This is an optimization exercise on Yosys and OpenROAD, whose aim is small area, a short achievable clock period and few clock cycles per item, not a production implementation. No run shown here included a check of the RTL's function; only the layout flow was run. Power figures rest on the tool's default switching activity, not on a simulated workload.

--- flow/config.mk ---
export PLATFORM = sky130hd
export DESIGN_NAME = mp_mul_sched
export DESIGN_NICKNAME = mp_mul_sched
export VERILOG_FILES = /design/flow/design.v
export SDC_FILE = /design/flow/constraint.sdc
export NUM_CORES = 4
export LEC_CHECK = 0
export ABC_CLOCK_PERIOD_IN_PS = 2000
export CAP_MARGIN = 20
export CORE_MARGIN = 2
export CORE_UTILIZATION = 60
export CTS_BUF_LIST = sky130_fd_sc_hd__clkbuf_4 sky130_fd_sc_hd__clkbuf_8
export SETUP_SLACK_MARGIN = 4.0
export SLEW_MARGIN = 20
--- flow/flow/run.sh ---
#!/bin/bash
# Standard layout, with every port buffered by the smallest buffer cell.
set -euo pipefail
bash standard.sh 'BUFFER_PORTS_ARGS=-buffer_cell sky130_fd_sc_hd__buf_1' finish > layout.log 2>&1
--- flow/design.v ---
package rsa_pkg;
    localparam int DEF_WIDTH = 32;
    localparam int DEF_LIMBS = 4;
    localparam int MAX_OPW = 4096;
    typedef enum logic [1:0] {
        ST_IDLE,
        ST_ISSUE,
        ST_DRAIN,
        ST_DONE
    } state_t;
    function automatic logic [MAX_OPW-1:0] limb_sel(
        input logic [MAX_OPW-1:0] vec,
        input logic [31:0]        idx,
        input logic [31:0]        width
    );
        limb_sel = vec >> (idx * width);
    endfunction
endpackage
module mp_mul_retire_pipe #(
    parameter int TW = 3
) (
    input  logic          clk_i,
    input  logic          rst_i,
    input  logic          in_vld_i,
    input  logic [TW-1:0] in_tag_i,
    output logic          out_vld_o,
    output logic [TW-1:0] out_tag_o
);
    logic [1:0]    vld_q;
    logic [TW-1:0] tag0_q;
    logic [TW-1:0] tag1_q;
    always_ff @(posedge clk_i) begin
        if (rst_i) begin
            vld_q  <= '0;
            tag0_q <= '0;
            tag1_q <= '0;
        end else begin
            vld_q  <= {vld_q[0], in_vld_i};
            tag0_q <= in_tag_i;
            tag1_q <= tag0_q;
        end
    end
    assign out_vld_o = vld_q[1];
    assign out_tag_o = tag1_q;
endmodule
module mp_mul_sched #(
    parameter int WIDTH = rsa_pkg::DEF_WIDTH,
    parameter int LIMBS = rsa_pkg::DEF_LIMBS
) (
    input  logic                     clk,
    input  logic                     rst,
    input  logic                     start,
    input  logic [LIMBS*WIDTH-1:0]   op_a,
    input  logic [LIMBS*WIDTH-1:0]   op_b,
    output logic                     busy,
    output logic                     done,
    output logic [2*LIMBS*WIDTH-1:0] result,
    output logic [WIDTH-1:0]         mul_a,
    output logic [WIDTH-1:0]         mul_b,
    input  logic [WIDTH-1:0]         mul_lo,
    input  logic [WIDTH-1:0]         mul_hi
);
    localparam int OPW   = LIMBS * WIDTH;
    localparam int NPAIR = LIMBS * LIMBS;
    localparam int FIRST = 4;                  
    localparam int LAST  = NPAIR + FIRST - 1;  
    localparam int CW    = $clog2(LAST + 2);
    localparam int CH    = 8;                  
    localparam int NCH   = WIDTH / CH;
    logic                     busy_q, done_q;
    logic [CW-1:0]            cnt_q;
    logic                     acc_q, sh_q, m_q, pm_q;
    logic [OPW-1:0]           ar_q;
    logic [OPW-1:0]           b_q;
    logic [(LIMBS-1)*WIDTH-1:0] fifo_q;
    logic [WIDTH-1:0]         cy_q;
    logic [WIDTH-1:0]         u_q;
    logic [NCH-1:0]           uk_q;
    logic [WIDTH-1:0]         h_q, h1_q;
    logic [WIDTH-1:0]         pop_n, u_n, cz, spr, cs, cc, push, hi, h2, hs0, hs1;
    logic [NCH-1:0]           uk_n;
    logic [WIDTH:0]           lsum;
    logic                     cc32;
    logic [1:0]               e;
    function automatic logic [WIDTH:0] pp_add(input logic [WIDTH-1:0] a,
                                              input logic [WIDTH-1:0] b);
        logic [WIDTH-1:0] g, p, gn, pn;
        g = a & b;
        p = a ^ b;
        for (int d = 1; d < WIDTH; d = d * 2) begin
            gn = g;
            pn = p;
            for (int i = d; i < WIDTH; i++) begin
                gn[i] = g[i] | (p[i] & g[i-d]);
                pn[i] = p[i] & p[i-d];
            end
            g = gn;
            p = pn;
        end
        pp_add = {g[WIDTH-1], (a ^ b) ^ {g[WIDTH-2:0], 1'b0}};
    endfunction
    function automatic logic [WIDTH-1:0] pp_inc(input logic [WIDTH-1:0] a);
        logic [WIDTH-1:0] c, cn;
        c = {a[WIDTH-2:0], 1'b1};
        for (int d = 1; d < WIDTH; d = d * 2) begin
            cn = c;
            for (int i = d; i < WIDTH; i++) cn[i] = c[i] & c[i-d];
            c = cn;
        end
        pp_inc = a ^ c;
    endfunction
    always_ff @(posedge clk) begin
        if (rst) begin
            busy_q <= 1'b0;
            done_q <= 1'b0;
            cnt_q  <= '0;
            acc_q  <= 1'b0;
            sh_q   <= 1'b0;
            m_q    <= 1'b0;
            pm_q   <= 1'b0;
        end else if (start && !busy_q) begin
            busy_q <= 1'b1;
            done_q <= 1'b0;
            cnt_q  <= CW'(1);
            acc_q  <= 1'b0;
            sh_q   <= 1'b0;
            m_q    <= 1'b0;
            pm_q   <= 1'b1;
        end else if (busy_q) begin
            cnt_q  <= cnt_q + CW'(1);
            acc_q  <= (cnt_q >= CW'(FIRST - 1)) && (cnt_q < CW'(LAST));
            sh_q   <= (cnt_q >= CW'(FIRST - 1)) && (cnt_q < CW'(LAST - LIMBS + 1)) &&
                      (((cnt_q + CW'(1) - CW'(FIRST)) % LIMBS) == 0);
            m_q    <= ((cnt_q + CW'(1) - CW'(FIRST)) % LIMBS) == 0;
            pm_q   <= cnt_q < CW'(FIRST - 2 + LIMBS);
            if (cnt_q == CW'(LAST)) begin
                busy_q <= 1'b0;
                done_q <= 1'b1;
            end
        end else begin
            done_q <= 1'b0;
            acc_q  <= 1'b0;
        end
    end
    always_comb begin
        pop_n = pm_q ? '0 : fifo_q[2*WIDTH-1:WIDTH];
        for (int k = 0; k < NCH; k++)
            {uk_n[k], u_n[k*CH +: CH]} = (CH+1)'(mul_lo[k*CH +: CH]) + (CH+1)'(pop_n[k*CH +: CH]);
        cz   = m_q ? '0 : cy_q;
        spr  = '0;
        for (int k = 1; k < NCH; k++) spr[k*CH] = uk_q[k-1];
        cs   = u_q ^ cz ^ spr;
        cc   = {(u_q[WIDTH-2:0] & cz[WIDTH-2:0]) | (u_q[WIDTH-2:0] & spr[WIDTH-2:0]) |
                (cz[WIDTH-2:0] & spr[WIDTH-2:0]), 1'b0};
        cc32 = u_q[WIDTH-1] & cz[WIDTH-1];
        lsum = pp_add(cs, cc);
        push = m_q ? cy_q : lsum[WIDTH-1:0];
        e    = 2'(uk_q[NCH-1]) + 2'(cc32);
        h2   = pp_inc(h1_q);
        hs0  = (e == 2'd0) ? h_q : (e == 2'd1) ? h1_q : h2;
        hs1  = (e == 2'd0) ? h1_q : h2;
        hi   = lsum[WIDTH] ? hs1 : hs0;
    end
    always_ff @(posedge clk) begin
        u_q  <= u_n;
        uk_q <= uk_n;
        h_q  <= mul_hi;
        h1_q <= pp_inc(mul_hi);
        if (!busy_q) b_q <= op_b;
        else         b_q <= {b_q[WIDTH-1:0], b_q[OPW-1:WIDTH]};
        if (!busy_q) begin
            if (start) ar_q <= op_a;
        end else begin
            if (sh_q) ar_q <= {lsum[WIDTH-1:0], ar_q[OPW-1:WIDTH]};
            if (acc_q) begin
                fifo_q <= {push, fifo_q[(LIMBS-1)*WIDTH-1:WIDTH]};
                cy_q   <= hi;
            end
        end
    end
    assign busy   = busy_q;
    assign done   = done_q;
    assign result = {cy_q, fifo_q, ar_q};
    assign mul_a  = ar_q[WIDTH-1:0];
    assign mul_b  = b_q[WIDTH-1:0];
endmodule
--- flow/standard.sh ---
#!/bin/bash
# synth_recipe.tcl (not shown) runs the flow's synth.tcl, then flattens the netlist and writes it again
# the make line also repeats each setting of config.mk as NAME=value (left out here)
make -C /OpenROAD-flow-scripts/flow DESIGN_CONFIG=/design/flow/config.mk WORK_HOME=/design/flow/orfs CLKGATE_MAP_FILE= SYNTH_SCRIPT=/design/flow/synth_recipe.tcl "${@:-finish}"
--- flow/constraint.sdc ---
create_clock -name core_clock -period 7.0 [get_ports {clk}]
set_input_delay 1.4000 -clock core_clock [delete_from_list [all_inputs] [get_ports {clk}]]
set_output_delay 1.4000 -clock core_clock [all_outputs]
set_load 0.01 [all_outputs]
==> results of run 1 <==
-- synth_stat cells, drive strengths merged (16+ instances only) --
library cell  number  share of area, %
mux2             281                14
edfxtp           256                35
dfxtp            239                22
ha                96               5.5
buf               83               2.7
nand2             67               1.2
nor2b             67               1.9
xnor2             62               2.5
inv               53              0.90
a21oi             52               1.2
nor2              48              0.82
clkbuf            42              0.72
o21ai             35              0.83
xor2              35               1.4
nand3             28              0.64
mux2i             27               1.2
a21o              21              0.72
nor3              21              0.48
a211oi            17              0.66
nand4             16              0.48
-- through the flow --
step,setup WS [ns],instances,util (%),power [W]
3_5_place_dp,2.47,2679,67.6,0.00474
5_1_grt,3.45,2906,77.5,0.00801
2_1_floorplan,3.73,1685,-,0.00435
3_3_place_gp,2.48,2679,67.6,0.00471
4_1_cts,3.64,2875,75.6,0.00760
6_report,3.53,2907,77.5,0.00775
-- state kept, by name, indices dropped and copies added (netlist names), 4 cells and up --
signal  cells
u_q        32
b_q       128
h_q        32
cy_q       32
h1_q       32
uk_q        4
fifo_q     96
ar_q      128
cnt_q       5
-- layout make-up --
| class | count | share of cell area, % |
|---|---|---|
| diodes | 2 | 0.0178 |
| clock buffers | 130 | 5.64 |
| clock inverters | 17 | 0.533 |
| inverters | 53 | 0.715 |
| multi-input cells | 1017 | 35.1 |
| flip-flops and latches | 495 | 44.3 |
| well taps | 468 | 2.08 |
| repair buffers | 725 | 11.6 |
-- worst reg2reg max path, delay by kind of cell, from the launching register on --
| kind | cells | cell delay (ns) |
|---|---|---|
| compound gates | 4 | 0.80 |
| fa+ha+maj | 2 | 0.66 |
| buf+inv | 3 | 0.51 |
| flops | 1 | 0.39 |
| simple gates | 5 | 0.84 |
-- worst max path at each step --
stage	endpoint	from	slack, ns	cells past startpoint
after CTS	cy_q[17]	m_q	3.64	14
final	cy_q[17]	m_q	3.53	14
after detailed placement	cy_q[1]	m_q	2.47	12
after global routing	cy_q[10]	m_q	3.45	14
after floorplan	cy_q[22]	m_q	3.73	15
after global placement	cy_q[26]	m_q	2.48	11
-- metal layers --
metal,global-route usage [%],up-vias,routed length (um)
li1,-,7458,-
met1,47.0,8059,28100
met2,56.3,908,33300
met3,16.2,173,9820
met4,15.7,6,3190
met5,0,-,40
-- power by group through the flow --
stage	sequential (W)	combinational [W]	clock [W]
after floorplan	0.00346	0.000892	0
after global placement	0.00346	0.00125	0
after detailed placement	0.00347	0.00127	0
after CTS	0.00340	0.00150	0.00270
after global routing	0.00342	0.00175	0.00283
final	0.00341	0.00167	0.00268
-- cells by family (layout without fill, tap and decap cells) --
group,Yosys count,after routing,synth area share (%)
mux,308,308,15.6
compound gates,205,206,6.39
buf+inv,178,925,4.31
flops,495,495,56.6
other cells,0,2,0
xor+xnor,97,97,3.86
fa+ha+maj,104,104,6.18
simple gates,298,302,7.04
-- timing repair --
action,4_1_cts,5_1_grt
setup buffers,41,28
endpoints found under the setup margin,157,78
pin swaps,48,35
gates resized for setup,145,84
gates cloned,8,2
==> metrics.md, run 1 <==
| Metric | Value |
|---|---|
| CP cell instances | clkbuf_16, nor2b_4, fa_2, ha_4, a21o_1, nand2_2, a31oi_4, or4_4, o21bai_4, buf_6, buf_4, nand2_4, a32oi_1, nand2_1 |
| Worst hold start | b_q[79] |
| Type of origin of the critical path | flip-flop |
| Status | no timing/DRC/antenna violations |
| Pre-antenna DRT Iters | 5 |
| Worst min path class | flip-flop to flip-flop |
| Clock sink count | 495 |
| FF-to-FF Start | m_q |
| H-tree Lvls | 3 |
| Predominant post-synthesis flop cell | edfxtp_1 |
| Final wirelength | 74500 um |
| Post-CTS Hold Buffers | 0 |
| Hold Fails Final Rpt | 0 |
| Synth Cell Area | 22000 sq um |
| Combinational Power Share | 21.5% |
| Max-cap violations | 0 |
| Port buffer count | 644 |
| Routability cong. | 0.998 |
| Share of post-route cells with drive strength above 1 | 27.7% |
| Filler cells | 2356 |
| Vias per std cell | 5.71 |
| Longest Clk Path Bufs | 3 |
| Cell variety after synth | 71 |
| Clk root buf | clkbuf_8 |
| WS Path Type | flip-flop to flip-flop |
| Overflow after GRT | 0 |
| Crit share post-route | 49.6% |
| Gr usage total | 37.3% |
| Chip height | 196 um |
| Syn_area_per_cell | 13.1 sq um |
| Min Tclk post-route | 3.47 ns |
| Final TNS setup | 0 ns |
| Yosys reg bits | 495 |
| Io pins | 645 |
| CP required | 7.37 ns |
| First-pass GRT wire length | 103000 um |
| Core ar. | 36300 sq um |
| Die extent in x | 196 um |
| Multi-input combinational cell area | 9890 sq um |
| Cells on Worst Hold Path | 1 |
| Commonest non-fill, non-tap cell in the layout | buf_1 |
| Power density over the cells | 275 nW/um^2 |
| Worst-path maximum fanout | 6 |
| Max VDD drop | 201 uV |
| Sequential cell area | 12500 sq um |
| TritonCTS buffer count | 80 |
| Area Growth Syn to Fin | 27.9% |
| Clk latency of the worst-skew pair | 0.66 ns |
| Drt first-iter violations | 1410 |
| Non-Filler Cell Area, Final | 28200 sq um |
| Clock skew | 0.0381 ns |
| Syn Nets | 2112 |
| F_max | 288 MHz |
| Die area | 38300 sq um |
| Slowest cell on the critical path | fa_2 |
| Worst Reg-to-Reg Cells | 14 |
| Effective utilization at floorplan | 60.6% |
| Syn Inst Count | 1685 |
| Switching pwr | 0.00217 W |
| Crit. End Element | flip-flop |
| Hold slack final | 0.447 ns |
| NumNets Final | 2799 |
| Final antenna-violating net count | 0 |
| DP Area | 24600 sq um |
| Final HPWL DP | 54700 um |
| Sw frac | 28.0% |
| Sequential share of power | 44.0% |
| R2r setup slk | 3.53 ns |
| Most frequent cells in the layout | buf_1 (644), mux2_2 (265), edfxtp_1 (256) |
| CP arrival | 3.84 ns |
| Slew Limit Fails | 0 |
| Slew headroom | 31.3% |
| TritonCTS clock tree | yes |
| Post-synthesis sequential area ratio | 56.6% |
| Async S/R FF share, synth | 0% |
| DR WL/cell | 25.6 um |
| Number of synthesis warnings | 1 |
| Largest delay contributor family on the critical path | simple AND/OR/NAND/NOR gates |
| Worst-path clk slew | 0.06 ns |
| Int Pwr | 0.00559 W |
| Residual DRC | 0 |
| Worst R2R End | cy_q[17] |
| Hold EP | b_q[47] |
| Vias | 16.6k |
| Post-synth EDFFs | 256 |
| Worst-margin pin slew | 1.03 ns |
| Leakage dissipation | 10.5 nW |
| Pin count of the biggest net entering global routing | 129 |
| CP peak stage delay | 0.47 ns |
| Clock power frac | 34.6% |
| Setup violators final | 0 |
| Initial antenna violation count | 9 |
| RSZ-0062 raised after global routing | yes |
| Vias in the first global route | 16.1k |
| Rows | 70 |
| CP Buf/Inv Count | 3 |
==> run 2, diff against run 1 <==
--- a/flow/config.mk
+++ b/flow/config.mk
@@ -12,3 +12,3 @@
 export CTS_BUF_LIST = sky130_fd_sc_hd__clkbuf_4 sky130_fd_sc_hd__clkbuf_8
-export SETUP_SLACK_MARGIN = 4.0
+export SETUP_SLACK_MARGIN = 4.3
 export SLEW_MARGIN = 20
==> run 2 against run 1 <==
Register-to-register slack about the same. Sequential cell count unchanged. Core utilization up 1.9 points. Via count up 2.0%. Sequential power about the same. Critical endpoint is now cy_q[14]. Global-route usage up 0.31 points. Die area unchanged. Clock skew down 0.010 ns. Count of clock-buffer cells in the layout down 6. Combinational power about the same. Critical path depth down 2. Synthesized cell count unchanged. Still clean.
==> metrics.md, run 2 <==
| Metric | Value |
|---|---|
| Type of origin of the critical path | flip-flop |
| Worst-path clk slew | 0.06 ns |
| Status | no timing/DRC/antenna violations |
| Initial antenna violation count | 14 |
| FF-to-FF Start | cy_q[3] |
| Chip height | 196 um |
| Vias in the first global route | 16.1k |
| CP arrival | 3.94 ns |
| Biggest regs | ar_q: 128 flops, b_q: 128 flops, fifo_q: 96 flops |
| TritonCTS clock tree | yes |
| Worst-path maximum fanout | 14 |
| Clk root buf | clkbuf_8 |
| Most frequent cells in the layout | buf_1 (555), mux2_2 (267), edfxtp_1 (256) |
| Combinational Power Share | 21.7% |
| Syn Nets | 2112 |
| Post-synth top area cell | edfxtp_1 |
| Pin count of the biggest net entering global routing | 129 |
| Max-cap violations | 0 |
| Port buffer count | 644 |
| Post-synth EDFFs | 256 |
| Clock power frac | 34.5% |
| Crit. End Element | flip-flop |
| Die area | 38300 sq um |
| Final wirelength | 75200 um |
| Multi-input combinational cell area | 9930 sq um |
| CP cell instances | nor2b_1, ha_1, ha_4, o211ai_2, o211ai_2, nand4_4, a211oi_4, o21bai_4, buf_12, a2111oi_0, o21ai_0, a21oi_1 |
| Gr usage total | 37.6% |
| Overflow after GRT | 0 |
| Worst-margin pin slew | 1.01 ns |
| Worst hold start | fifo_q[64] |
| Yosys top cell area share | 34.9% |
| NumNets Final | 2841 |
| Slew Limit Fails | 0 |
| First-pass GRT wire length | 104000 um |
| Area Growth Syn to Fin | 31.0% |
| Post-synthesis sequential area ratio | 56.6% |
| H-tree Lvls | 3 |
| Switching pwr | 0.00218 W |
| Final HPWL DP | 55000 um |
| Final antenna-violating net count | 0 |
| Crit path top cell by count | o211ai_2 |
| Core ar. | 36300 sq um |
| Hold Fails Final Rpt | 0 |
| Yosys reg bits | 495 |
| Commonest non-fill, non-tap cell in the layout | buf_1 |
| Power density over the cells | 270 nW/um^2 |
| Worst min path class | flip-flop to flip-flop |
| Max VDD drop | 200 uV |
| Io pins | 645 |
| Residual DRC | 0 |
| Pre-antenna DRT Iters | 5 |
| Vias | 16.9k |
| Leakage dissipation | 11.0 nW |
| Number of synthesis warnings | 1 |
| Async S/R FF share, synth | 0% |
| Vias per std cell | 5.74 |
| F_max | 290 MHz |
| WS Path Type | flip-flop to flip-flop |
| Filler cells | 2215 |
| Rows | 70 |
| Routability cong. | 0.960 |
| Synth Cell Area | 22000 sq um |
| Clock skew | 0.0278 ns |
| Final TNS setup | 0 ns |
| Largest cells by area after synthesis | edfxtp_1 (35%), dfxtp_1 (22%), mux2_2 (14%) |
| Crit path launch | cy_q[3] |
| Most common cell in the netlist | mux2_2 |
| Crit share post-route | 49.3% |
| Slowest cell on the critical path | edfxtp_1 |
| Clock sink count | 495 |
| Syn Inst Count | 1685 |
| CP peak stage delay | 0.51 ns |
| Min Tclk post-route | 3.45 ns |
| Int Pwr | 0.00560 W |
| Die extent in x | 196 um |
| Final Power | 0.00778 W |
| Drt first-iter violations | 1161 |
| RSZ-0062 raised after global routing | yes |
| Predominant post-synthesis flop cell | edfxtp_1 |
| Cell variety after synth | 71 |
| Longest Clk Path Bufs | 3 |
| Syn_area_per_cell | 13.1 sq um |
| Effective utilization at floorplan | 60.6% |
| Sw frac | 28.1% |
| DR WL/cell | 25.5 um |
| Synth top cells by count | mux2_2 (281), edfxtp_1 (256), dfxtp_1 (239) |
| Sequential share of power | 43.8% |
| CP required | 7.49 ns |
| Slew headroom | 32.7% |
| Share of post-route cells with drive strength above 1 | 33.1% |
| TritonCTS buffer count | 80 |
| Clk latency of the worst-skew pair | 0.66 ns |
| Sequential cell area | 12500 sq um |
| Setup violators final | 0 |
## run 2: kinds of logic after synthesis
group | share of synthesized area [%]
simple gates | 7.04
buf+inv | 4.31
mux | 15.6
fa+ha+maj | 6.18
compound gates | 6.39
flops | 56.6
xor+xnor | 3.86
## run 2: metrics by stage
stage	hold slack, ns	setup WS (ns)	util [%]	cells	cell area, sq um
after floorplan	0.433	3.75	-	1685	22300
after global placement	0.433	2.41	67.6	2679	24600
after detailed placement	0.433	2.36	67.6	2679	24600
after CTS	0.444	3.66	76.9	2904	28000
after global routing	0.453	3.45	79.4	2951	28900
final	0.450	3.55	79.4	2951	28900
## run 2: power groups by stage
stage / Combinational, W / Clock (W) / Sequential (W)
final: 0.00169 / 0.00269 / 0.00341
after global routing: 0.00178 / 0.00284 / 0.00342
after CTS: 0.00150 / 0.00271 / 0.00340
after detailed placement: 0.00127 / 0 / 0.00347
after global placement: 0.00124 / 0 / 0.00346
after floorplan: 0.000876 / 0 / 0.00346
## run 2: worst max-delay path: cells and delay by family, from the launching register on
kind | cells | cell delay (ns)
simple gates | 2 | 0.35
flops | 1 | 0.51
compound gates | 7 | 1.65
buf+inv | 1 | 0.18
fa+ha+maj | 2 | 0.59
## run 2: worst paths after layout
| check | end | slack, ns | cells after the start |
|---|---|---|---|
| min | fifo_q[32] | 0.45 | 0 |
| min reg2reg | fifo_q[32] | 0.45 | 0 |
| max | cy_q[14] | 3.55 | 12 |
| max reg2reg | cy_q[14] | 3.55 | 12 |
## run 2: layout make-up
type                    count  area share (%)
diodes                      4          0.0347
clock buffers             124            5.26
clock inverters            23           0.772
inverters                  53           0.698
multi-input cells        1013            34.4
flip-flops and latches    495            43.2
well taps                 468            2.03
repair buffers            771            13.5
## run 2: repair_timing
action	4_1_cts	5_1_grt
buffers inserted	77	42
endpoints found under the hold margin	0	0
setup endpoints to repair	437	156
hold buffers	0	0
cloned	1	1
gates resized for setup	252	141
pin swaps	63	36
## run 2: routing by layer
metal | track usage (%) | share of wire [%] | vias to the layer above
met2 | 56.9 | 45 | 905
met5 | 0 | 0.090 | -
met1 | 48.5 | 38 | 8280
li1 | - | - | 7544
met4 | 16.1 | 4.6 | 10
met3 | 14.5 | 12 | 189

==> afterwards: timing with drivers on the ports <==
The flow's constraints put no driver on any port. The routed layouts listed below were extracted and timed again, unchanged, in two steps.
Step 1 assumes that a clkbuf_16 drives the clock port and a buf_2 every other input.
Step 2 also shifts input and output timing later by t, the mid clock arrival at the registers, as if the neighbouring blocks saw the same clock.
a / b / c = ideal ports / drivers / drivers and shift; a / b = the first two.
run | t (ns) | slack for setup (ns) | worst hold slack (ns)
run 1 | 0.695 | 3.531 / 3.531 / 3.384 | 0.447 / 0.447 / 0.447
run 2 | 0.702 | 3.546 / 3.546 / 3.546 | 0.450 / 0.450 / 0.450
After both steps every run listed still meets setup and hold. The setup slack of run 1, which loses most, moves by 0.000 ns with the drivers and by -0.147 ns with both steps.
